Source: an optimization exercise on an open RTL-to-GDS flow (aim: small area). Production flows keep margins and buffers that such runs may drop. At most, simulation tests tie the RTL to the original design; equivalence was not proved. Power figures rest on the tool's default switching activity, not on a simulated workload.

==> flow/design.v (excerpt) <==
module game_video_top (
  input  logic       pxl_clk,
  input  logic       reset,
  input  logic       sck,
  input  logic       sdi,
  input  logic       fsync,
  output logic       hsync,
  output logic       vsync,
  output logic       sync_b,
  output logic [7:0] r,
  output logic [7:0] g,
  output logic [7:0] b
);
make LEC_CHECK=0 CAP_MARGIN=20 CORE_MARGIN=2 CORE_UTILIZATION=60 CTS_CLUSTER_DIAMETER=80 CTS_CLUSTER_SIZE=24 SLEW_MARGIN=20 finish   # period 12.5 ns
run.sh (not shown) runs the stock make flow with config.mk's settings and CLKGATE_MAP_FILE= SYNTH_SCRIPT=/design/flow/synth_recipe.tcl, a recipe that flattens the netlist after the stock synthesis.
==> next run, changes <==
CORE_UTILIZATION = 75   (was 60)
Cell area fell by 0.86%; power fell by 1.2%; global-route usage rose by 6.5 points; synthesized cell count does not change; via count rose by 2.0%; flip-flop and latch count stays the same; die area fell by 20%.
==> next run, changes <==
CORE_UTILIZATION = 60   (was 75)
CTS_CLUSTER_DIAMETER = 70   (was 80)
CTS_CLUSTER_SIZE = 28   (was 24)
=>
- The changed run ran to the end with no violations
- final cell count goes up by a few percent
- setup slack gets better by 0.21 ns
- utilization goes down by 15 points
- non-clock buffer count goes up by 6
No run of this note included a check of the RTL's function; only the layout flow was run.

* * *

Another version of the RTL of game_video_top (not shown whole).
Size in the first run: roughly 2800 cells after synthesis, about 370 flip-flops, roughly 32 I/O pins, roughly 0.032 mm² of cells after synthesis.
clock: 12.5 ns
lec_check: 0
cap_margin: 20
core_margin: 2
core_utilization: 75
cts_buf_list: sky130_fd_sc_hd__clkbuf_8
cts_cluster_diameter: 50
cts_cluster_size: 16
slew_margin: 20
Change:
Settings changed: CTS_CLUSTER_DIAMETER 50 to 55, CTS_CLUSTER_SIZE 16 to 18.
Result: Design area hardly moves. Power climbs by 0.78%. Routed wire length climbs by 1.2%. Non-clock buffer count stays the same. Flip-flop and latch count does not change. Setup slack gets worse by 0.036 ns. Die area stays the same. Core utilization hardly moves. Clock-buffer cell count drops by 2. Register-to-register slack gets worse by 0.04 ns. Global-route usage climbs by 0.52 points.

* * *

Another version of the RTL of game_video_top (not shown whole).
Size in the first run: about 2,700 cells after synthesis, about 32 I/O pins.
// game_video_top
module game_video_top (
  input  logic       pxl_clk,
  input  logic       reset,
  input  logic       sck,
  input  logic       sdi,
  input  logic       fsync,
  output logic       hsync,
  output logic       vsync,
  output logic       sync_b,
  output logic [7:0] r,
  output logic [7:0] g,
  output logic [7:0] b
);
  logic [2:0]  pin_meta;
  logic [2:0]  pin_sync;
  logic        sck_prev;
  logic [4:0]  bit_cnt;
  logic        word_valid;
  logic [29:0] shift;
  logic        zeros;
  logic        shift_en;
  logic        word_done;
  logic        restart_done;
  assign shift_en     = pin_sync[2] & pin_sync[1] & ~sck_prev;
  assign word_done    = shift_en & (&bit_cnt);
  assign restart_done = (shift[29:28] == 2'b10) & zeros;
  always_ff @(posedge pxl_clk) begin
    pin_meta <= {fsync, sck, sdi};
    pin_sync <= pin_meta;
  end
  always_ff @(posedge pxl_clk) begin
    if (reset) begin
      sck_prev   <= 1'b0;
      bit_cnt    <= '0;
      word_valid <= 1'b0;
    end else begin
      sck_prev   <= pin_sync[1];
      word_valid <= word_done;
      if (!pin_sync[2]) begin
        bit_cnt <= '0;
      end else if (shift_en) begin
        bit_cnt <= bit_cnt + 1'b1;
      end
    end
  end
  always_ff @(posedge pxl_clk) begin
    if (shift_en && !(bit_cnt[4:1] == 4'b1111)) begin
      shift <= {shift[28:0], pin_sync[0]};
    end
    if (shift_en) begin
  ...
Settings: LEC_CHECK=0, CAP_MARGIN=20, CORE_MARGIN=2, CORE_UTILIZATION=85, CTS_CLUSTER_DIAMETER=80, CTS_CLUSTER_SIZE=24, SLEW_MARGIN=20; clock period 12.5 ns.
Edit:
- CORE_UTILIZATION: 85 -> 75
- count of clock-buffer cells in the layout rose by 2
- die area rose by roughly a tenth
- routed wire length fell by roughly a tenth
- power fell slightly
- synthesized area stays the same
- non-clock buffer count fell by 10
Function was not checked in any run of this note: the RTL went through the layout flow alone.

* * *

Another version of the RTL of game_video_top (not shown whole).
For scale: roughly 3300 cells after synthesis, roughly 370 flip-flops, ~32 I/O pins, ~35000 µm² of cells after synthesis.
make LEC_CHECK=0 CAP_MARGIN=20 CORE_MARGIN=2 CORE_UTILIZATION=60 CTS_CLUSTER_DIAMETER=80 CTS_CLUSTER_SIZE=24 SLEW_MARGIN=20 finish   # period 12.5 ns
Edit:
CORE_UTILIZATION = 40   (was 60)
CTS_CLUSTER_DIAMETER = unset   (was 80)
CTS_CLUSTER_SIZE = unset   (was 24)
Result:
- The new run ran to the end with no violations
- setup slack gains 0.046 ns
- clock power goes up by about 60%
- routed wire length goes down by 0.86%
No run of this note included a check of the RTL's function; only the layout flow was run.

separate check: timing with driven ports:
How much do the figures lean on ideal ports? The routed layouts below were timed once more, with nothing changed but the port constraints. Step 1 assumes that a clkbuf_16 drives the clock port and a buf_2 every other input. Step 2 also shifts input and output timing later by t, the mid clock arrival at the registers, as if the neighbouring blocks saw the same clock. Three values: ideal, step 1, step 2; two values: the first two.
| run | t (ns) | setup WS [ns] | hold slack, ns | worst setup path after step 2 | clock arrival spread, ns |
|---|---|---|---|---|---|
| the first run of note 1 | 0.635 | 0.573 / 0.573 / 0.573 | 0.339 / 0.339 / 0.339 | register to register | 0.028 / 0.029 |
| the second run of note 1 | 0.630 | 0.354 / 0.354 / 0.354 | 0.338 / 0.338 / 0.338 | register to register | 0.034 / 0.034 |
| the third run of note 1 | 0.655 | 0.562 / 0.562 / 0.562 | 0.335 / 0.335 / 0.335 | register to register | 0.033 / 0.033 |
| the first run of note 2 | 0.681 | 0.455 / 0.455 / 0.455 | 0.337 / 0.337 / 0.337 | register to register | 0.052 / 0.051 |
| the second run of note 2 | 0.689 | 0.419 / 0.419 / 0.419 | 0.338 / 0.338 / 0.338 | register to register | 0.038 / 0.038 |
| the first run of note 3 | 0.635 | 0.269 / 0.269 / 0.269 | 0.340 / 0.340 / 0.340 | register to register | 0.023 / 0.023 |
| the second run of note 3 | 0.625 | 0.466 / 0.466 / 0.466 | 0.349 / 0.349 / 0.349 | register to register | 0.029 / 0.029 |
| the first run of note 4 | 0.626 | 0.595 / 0.595 / 0.595 | 0.323 / 0.323 / 0.323 | register to register | 0.040 / 0.040 |
| the second run of note 4 | 0.639 | 0.641 / 0.641 / 0.641 | 0.327 / 0.327 / 0.327 | register to register | 0.036 / 0.035 |
After both steps every run listed still meets setup and hold.
